This design comes from an exercise in tuning for small area on the open sky130 flow, not from production work.
The RTL of this run was laid out without a check of its function.
No driver is modelled on the clock port, so clock power and skew are understated where the tree is cut down; a real chip needs a root buffer or a tree.
Power is estimated from default activity; no workload was simulated.

==> flow/design.v <==
module color_mapper_top (
	input  logic        pixel_clk,
	input  logic        arst_n,
	input  logic        blank,
	input  logic        start,
	input  logic        over,
	input  logic        play,
	input  logic [9:0]  draw_x,
	input  logic [9:0]  draw_y,
	input  logic [2:0]  tile,
	input  logic [99:0] bullets,
	input  logic [19:0] enemy_bullet,
	input  logic [39:0] enemy,
	input  logic        enemy_alive,
	input  logic [39:0] player,
	input  logic [1:0]  lives,
	output logic [7:0]  red,
	output logic [7:0]  green,
	output logic [7:0]  blue
);
	localparam logic [3:0] C_WHITE  = 4'd14;
	localparam logic [3:0] C_RED    = 4'd13;
	localparam logic [3:0] C_ENEMY  = 4'd10;
	localparam logic [3:0] C_PLAYER = 4'd15;
	localparam logic [3:0] C_LIFE   = 4'd12;
	localparam logic [3:0] C_START  = 4'd8;
	localparam logic [3:0] C_BANNER = 4'd11;
	localparam logic [3:0] C_BLACK  = 4'd9;
	function automatic logic [10:0] nsum(input logic [9:0] a, input logic [9:0] b);
		logic w;
		w = 1'b0;
		for (int i = 0; i < 10; i++) begin
			nsum[i] = ~(a[i] ^ b[i] ^ w);
			w = (~a[i] & b[i]) | (w & ~(a[i] ^ b[i]));
		end
		nsum[10] = w;
	endfunction
	function automatic logic [2:0] near2(input logic [10:0] s);
		logic hi1, hi0;
		hi1 = ~s[10] & (&s[9:2]);    
		hi0 = s[10] & ~(|s[9:2]);    
		near2[2] = hi1 & (s[1:0] == 2'b11);
		near2[1] = (hi1 & (s[1:0] == 2'b10)) | (hi0 & (s[1:0] == 2'b00));
		near2[0] = (hi1 & (s[1:0] == 2'b01)) | (hi0 & (s[1:0] == 2'b01));
	endfunction
	function automatic logic in_circle(input logic [9:0] nx, input logic [9:0] ny, input logic [19:0] p);
		logic [2:0] ax, ay;
		ax = near2(nsum(nx, p[19:10]));
		ay = near2(nsum(ny, p[9:0]));
		in_circle = (ax[2] & (|ay)) | (ax[1] & (ay[2] | ay[1])) | (ax[0] & ay[2]);
	endfunction
	function automatic logic absle(input logic [9:0] na, input logic [9:0] b, input logic [9:0] h);
		logic [10:0] s;
		logic r;
		s = nsum(na, b);
		r = ~s[10];
		for (int i = 0; i < 10; i++) begin
			logic v;
			v = s[i] ^ ~s[10];
			r = (~v & h[i]) | (~v & r) | (h[i] & r);
		end
		absle = r;
	endfunction
	function automatic logic in_box(input logic [9:0] nx, input logic [9:0] ny, input logic [39:0] b);
		in_box = absle(nx, b[39:30], b[19:10]) & absle(ny, b[29:20], b[9:0]);
	endfunction
	logic [9:0] nx, ny;
	logic       hit_pb, hit_eb, hit_en, hit_pl, hit_life, border, banner;
	logic       ly, l1, l2, l3;
	logic [3:0] code_d, code_q1, code_q2, code_q3;
	assign nx = draw_x;
	assign ny = draw_y;
	always_comb begin
		hit_pb = 1'b0;
		for (int i = 0; i < 5; i++) hit_pb = hit_pb | in_circle(nx, ny, bullets[20*i +: 20]);
	end
	assign hit_eb = in_circle(nx, ny, enemy_bullet);
	assign hit_en = enemy_alive & in_box(nx, ny, enemy);
	assign hit_pl = in_box(nx, ny, player);
	assign ly = (draw_y >= 10'd15) && (draw_y <= 10'd25);
	assign l1 = (draw_x >= 10'd15) && (draw_x <= 10'd25) && (lives != 2'd3);
	assign l2 = (draw_x >= 10'd35) && (draw_x <= 10'd45) && !lives[1];
	assign l3 = (draw_x >= 10'd55) && (draw_x <= 10'd65) && (lives == 2'd0);
	assign hit_life = ly & (l1 | l2 | l3);
	assign border = (draw_x <= 10'd10);
	assign banner = (draw_x >= 10'd270) && (draw_x <= 10'd370) && (draw_y >= 10'd150) && (draw_y <= 10'd225);
	always_comb begin
		if (!blank)         code_d = C_BLACK;
		else if (start)     code_d = border ? C_BLACK : C_START;
		else if (over)      code_d = banner ? C_BANNER : C_BLACK;
		else if (play) begin
			if (hit_life)      code_d = C_LIFE;
			else if (hit_pl)   code_d = C_PLAYER;
			else if (hit_en)   code_d = C_ENEMY;
			else if (hit_eb)   code_d = C_RED;
			else if (hit_pb)   code_d = C_WHITE;
			else               code_d = {1'b0, tile ^ 3'd0};
		end else            code_d = C_BLACK;
	end
	always_ff @(posedge pixel_clk or negedge arst_n) begin
		if (!arst_n) begin
			code_q1 <= C_BLACK;
			code_q2 <= C_BLACK;
			code_q3 <= C_BLACK;
		end else begin
			code_q1 <= code_d;
			code_q2 <= code_q1;
			code_q3 <= code_q2;
		end
	end
	logic [23:0] rgb;
	always_comb begin
		case (code_q3)
			C_WHITE:  rgb = 24'hffffff;
			C_RED:    rgb = 24'hff0000;
			C_ENEMY:  rgb = 24'hd08020;
			C_PLAYER: rgb = 24'h2060ff;
			C_LIFE:   rgb = 24'hffc040;
			C_START:  rgb = 24'h181860;
			C_BANNER: rgb = 24'hc02020;
			4'd0: rgb = 24'h4090f0;
			4'd1: rgb = 24'h1040c0;
			4'd2: rgb = 24'h30a030;
			4'd3: rgb = 24'h807060;
			4'd4: rgb = 24'h704018;
			4'd5: rgb = 24'h207020;
			default:  rgb = 24'h000000;
		endcase
	end
	assign red   = rgb[23:16];
	assign green = rgb[15:8];
	assign blue  = rgb[7:0];
endmodule
==> flow/flow/run.sh <==
#!/bin/bash
# Layout flow: the standard ORFS flow (standard.sh) with these changes.
#  1. Yosys 'synth' runs with -noabc, so the RTL's gate-level ripple adders reach extract_fa
#     as written (no pre-mapping by 'abc -fast' that scrambles their polarity).
#  2. The final ABC technology mapping uses abc_map.script (area-oriented &nf mapping)
#     instead of ORFS's abc_area.script. Everything else in synthesis (no fsm/share passes,
#     flatten, renaming of function nets, register mapping) is the standard flow's synthesis unchanged.
#  3. Port buffers use sky130_fd_sc_hd__buf_1.
#  4. Clock tree synthesis without dummy loads, and flow/post_cts.tcl then drives all 12
#     registers from the root clock buffer (the leaf buffers CTS adds are removed).
# Tool output: standard.log here, and ORFS's own logs under orfs/logs.
set -euo pipefail
HERE=$PWD
python3 - "$FLOW_HOME/scripts/synth.tcl" "$HERE/my_synth_core.tcl" "$HERE/flow/abc_map.script" <<'PY'
import sys
src, dst, script = sys.argv[1:4]
s = open(src).read()
old = "  log_cmd abc {*}$abc_args\n"
assert s.count(old) == 1
s = s.replace(old, "  set abc_args [lreplace $abc_args 1 1 %s]\n" % script + old)
open(dst, "w").write(s)
PY
sed -e 's/yosys synth -nofsm -noshare {\*}\$args/yosys synth -nofsm -noshare -noabc {*}$args/' \
    -e "s#source \$::env(SCRIPTS_DIR)/synth.tcl#source $HERE/my_synth_core.tcl#" synth_recipe.tcl > my_synth.tcl
grep -q -- '-noabc' my_synth.tcl
grep -q 'my_synth_core.tcl' my_synth.tcl
sed "s#SYNTH_SCRIPT=[^ ]*#SYNTH_SCRIPT=$HERE/my_synth.tcl#" standard.sh > my_standard.sh
grep -q 'my_synth.tcl' my_standard.sh
export BUFFER_PORTS_ARGS="-buffer_cell sky130_fd_sc_hd__buf_1"
export CTS_ARGS="-buf_list sky130_fd_sc_hd__clkbuf_4 -root_buf sky130_fd_sc_hd__clkbuf_8 -dont_use_dummy_load -repair_clock_nets"
export POST_CTS_TCL="$HERE/flow/post_cts.tcl"
bash my_standard.sh > standard.log 2>&1
==> flow/flow/abc_map.script <==
strash
&get -n
&deepsyn -T 60
&dch -f
&nf -R 1000
&put
strash
&get -n
&dch -f
&nf -R 1000
&put
topo
==> flow/flow/post_cts.tcl <==
# After clock tree synthesis: the design has 12 registers, so drive them all from the
# root clock buffer and remove the leaf buffers CTS added under it.
set block [ord::get_db_block]
set root [$block findInst clkbuf_0_pixel_clk]
if { $root != "NULL" } {
  set rootnet [[$root findITerm X] getNet]
  foreach inst [$block getInsts] {
    set name [$inst getName]
    if { ![string match "clkbuf_1_*_pixel_clk" $name] } { continue }
    set onet [[$inst findITerm X] getNet]
    foreach it [$onet getITerms] {
      if { [$it getInst] != $inst } {
        $it disconnect
        $it connect $rootnet
      }
    }
    [$inst findITerm A] disconnect
    [$inst findITerm X] disconnect
    odb::dbInst_destroy $inst
    odb::dbNet_destroy $onet
    puts "post_cts: removed leaf clock buffer $name"
  }
  # the root net now spans the whole core: route it with default rules
  $rootnet setNonDefaultRule NULL
  estimate_parasitics -placement
  report_clock_skew
}
==> flow/standard.sh <==
#!/bin/bash
# synth_recipe.tcl (not shown) runs the flow's synth.tcl, then flattens the netlist and writes it again
# the make line also repeats each setting of config.mk as NAME=value (left out here)
make -C /OpenROAD-flow-scripts/flow DESIGN_CONFIG=/design/flow/config.mk WORK_HOME=/design/flow/orfs CLKGATE_MAP_FILE= SYNTH_SCRIPT=/design/flow/synth_recipe.tcl "${@:-finish}"
==> flow/config.mk <==
export PLATFORM = sky130hd
export DESIGN_NAME = color_mapper_top
export DESIGN_NICKNAME = color_mapper_top
export VERILOG_FILES = /design/flow/design.v
export SDC_FILE = /design/flow/constraint.sdc
export NUM_CORES = 4
export LEC_CHECK = 0
export ABC_AREA = 1
export CAP_MARGIN = 20
export CORE_MARGIN = 2
export CORE_UTILIZATION = 40
export CTS_BUF_LIST = sky130_fd_sc_hd__clkbuf_4
export PLACE_DENSITY = 0.6
export SLEW_MARGIN = 20
==> flow/constraint.sdc <==
create_clock -name core_clock -period 15.0 [get_ports {pixel_clk}]
set_input_delay 3.0000 -clock core_clock [delete_from_list [all_inputs] [get_ports {pixel_clk}]]
set_output_delay 3.0000 -clock core_clock [all_outputs]
set_load 0.01 [all_outputs]
==> notes.md <==
-- metal layers --
layer  vias to the layer above  wire [um]  track usage (%)
met2                       250       9090             44.3
li1                       2401          -                -
met4                         0        581             7.70
met5                         -          0                0
met1                      2549       6940             30.4
met3                        38       1190             2.73
-- Yosys cell counts (2+ instances only) --
master / n / share of area, %
nor2b_1: 6 / 0.68
nor3_1: 20 / 1.8
fa_1: 144 / 53
nand4_1: 20 / 2.3
or2_0: 2 / 0.23
buf_4: 6 / 0.82
clkinv_1: 32 / 2.2
nand4b_1: 7 / 1.1
nor2_1: 34 / 2.3
a22oi_1: 8 / 1.1
nor3b_1: 3 / 0.41
o22ai_1: 17 / 1.9
nand3_1: 8 / 0.73
and2_0: 3 / 0.34
a31oi_1: 7 / 0.80
o41ai_1: 2 / 0.32
nor4_1: 18 / 2.1
a32oi_1: 2 / 0.32
a221oi_1: 13 / 2.1
a311oi_1: 2 / 0.32
o221ai_1: 5 / 0.80
a222oi_1: 2 / 0.36
a21oi_1: 20 / 1.8
nand2_1: 26 / 1.8
or4_1: 4 / 0.55
xor2_1: 36 / 5.7
nand2b_1: 4 / 0.46
dfstp_2: 6 / 2.9
o21ai_0: 12 / 1.1
o211ai_1: 4 / 0.55
o31ai_1: 3 / 0.41
ha_1: 20 / 4.6
dfrtp_1: 6 / 2.7
-- kinds of logic (layout without fill, tap and decap cells) --
kind of cell | after synthesis | count (layout) | synth area share [%]
AO/OA/AOI/OAI | 105 | 105 | 13.2
XOR/XNOR | 36 | 36 | 5.75
adder cells (fa/ha/maj) | 164 | 164 | 57.1
buffers and inverters | 38 | 288 | 3.01
flip-flops | 12 | 12 | 5.61
AND/OR/NAND/NOR | 159 | 159 | 15.4
-- layout make-up --
class | count | area, sq um
clock buffer | 1 | 13.8
inverter | 32 | 120
multi-input combinational | 464 | 5010
fill | 1289 | 6660
sequential | 12 | 308
timing repair buffer | 255 | 957
tap | 176 | 220
-- per-stage QoR --
step | worst slack (ns) | area, sq um | util [%] | hold slack, ns
3_3_place_gp | 5.08 | 6620 | 49.8 | 0.337
6_report | 4.99 | 6630 | 49.9 | 0.352
5_1_grt | 4.44 | 6630 | 49.9 | 0.355
2_1_floorplan | 5.89 | 5490 | - | 0.331
3_5_place_dp | 4.83 | 6620 | 49.8 | 0.337
-- worst min-delay path by stage --
stage               start    endpoint  slack (ns)  cells past startpoint
3_5_place_dp   code_q2[1]  code_q3[1]        0.34                      0
5_1_grt        code_q2[1]  code_q3[1]        0.35                      0
6_report       code_q2[1]  code_q3[1]        0.35                      0
3_3_place_gp   code_q2[2]  code_q3[2]        0.34                      0
2_1_floorplan  code_q1[1]  code_q2[1]        0.33                      0
-- registers in the layout, indices dropped and copies added, names as in the netlist --
name     cells
code_q1      4
code_q2      4
code_q3      4
-- power groups by stage --
stage | logic, mW | clock network (mW) | registers [mW]
6_report | 0.279 | 0.0135 | 0.0361
5_1_grt | 0.316 | 0.0149 | 0.0364
3_5_place_dp | 0.278 | 0 | 0.0367
3_3_place_gp | 0.269 | 0 | 0.0366
2_1_floorplan | 0.189 | 0 | 0.0363
==> results.yml <==
run_status:
  status: "no timing/DRC/antenna violations"
drt:
  wl_per_cell_um: 18.9
  routed_via_density: 5.57
  ant_nets: 0
  drtIter0Drc: 307
  drt_wl_total_mm: 17.8
  dr.pass1.iters: 5
  drcViolationCount: 0
  dr_total_vias: 5238
synth:
  ys.flop_type: "dfstp_2"
  ys_types: 45
  ys_seq_area_share_pct: 5.61
  yosysWarnings: 1
  synth_edf_count: 0
  syn_area_per_cell_sq_um: 10.7
  syn_nets: 910
  async_reset_ff_share_pct: 100
  synthCells: 514
  ys_seq_elements: 12
  synthesis.area_sq_um: 5490
grt:
  grt_pass1_vias: 5606
  antenna_found_initial: 0
  grt_max_degree: 13
  grt_pass1_wl_mm: 27.3
  grt_use_total_pct: 24.4
  grt-ovfl-total: 0
placed_design:
  dp.cells: 939
  io_buffer_count: 255
  dp_hpwl_mm: 15.7
  gp_congestion: 0.961
finish:
  nets: 1162
  drive_gt1_share_pct: 0.916
  final_common_cell: "buf_1"
  n_antenna_cell: 0
  layout_common_cells: "255 x buf_1, 144 x fa_1, 36 x xor2_1"
  syn_to_final_growth_pct: 20.9
  fin_cells: 940
power:
  comb_power_share_pct: 84.9
  power.switching_mw: 0.167
  ir_worst_vdd_mv: 0.0264
  power_frac_seq_pct: 11.0
  p_per_area_nw_per_um2: 49.6
  power_mw: 0.329
  power_frac_clock_pct: 4.1
  power.internal_mw: 0.162
  p_sw_share_pct: 50.7
  p_leak_nw: 2.26
critical_path:
  crit_end: "code_q1[1]"
  reg2reg_depth: 0
  crit_cells: 25
  cpLargestDelayFamily: "adder cells"
  rr_endpoint: "code_q2[3]"
  timing.rr.start: "code_q1[3]"
  crit_path_top_delay_cell: "fa_1"
  cpMostUsedCell: "fa_1"
  cp-end-kind: "flip-flop"
  worstSetupStartpoint: "draw_y[1]"
  cp-start-kind: "input port"
  cp_slowest_stage_delay_ns: 0.63
  worstPathRequired_ns: 15.01
  critPathKind: "in2reg"
  cp.arrival_ns: 10.02
  path_buf_inv: 2
  cp_max_fo: 11
  r2r_slack_ns: 14.43
timing:
  timing.fmax_mhz: 99.9
  worstMarginPinSlew_ns: 0.728
  rsz0062_at_grt: "no"
  fin_crit_sh_pct: 66.8
  slew_viol_final: 0
  hold_viol: 0
  setup_viol_count_final: 0
  min_period_ns: 10.01
  finalSetupTns_ns: 0
  fin_skew_ns: 0.000342
  relSlewSlack_pct: 51.2
die:
  start_util_pct: 41.3
  ios: 256
  coreArea_sq_um: 13300
  die_x_um: 121
  fp.dieArea_sq_um: 14700
  fp.dieH_um: 121
  rows: 42
cts:
  path_clk_slew_ns: 0.07
  cts_sinks: 12
  clock_latency_ns: 0.13
hold_path:
  worstHoldPathType: "reg2reg"
job:
  maxCapViolations: 0

## what the ideal ports hide
The results above use ideal ports. As a check the final layout listed here was re-extracted and re-timed, cells and wires unchanged. Step 1 assumes that a clkbuf_16 drives the clock port and a buf_2 every other input. Step 2 adds t to the input delays and takes it off the output delays; t is the mean of the earliest and latest rising clock arrival at the registers after step 1. Input paths then give back, and output paths get back, about the clock's delay inside the block. Slacks: no drivers / after step 1 / after step 2; pairs: no drivers / after step 1.
shift t [ns]: 0.159
slack for setup (ns): 4.987 / 4.967 / 4.808
worst data-port slew with drivers (ns): 0.06
cell pins on the clock port's net: 1
After both steps setup and hold are still met in this run. For this run, drivers alone change the setup slack by -0.020 ns; drivers and shift together by -0.179 ns.
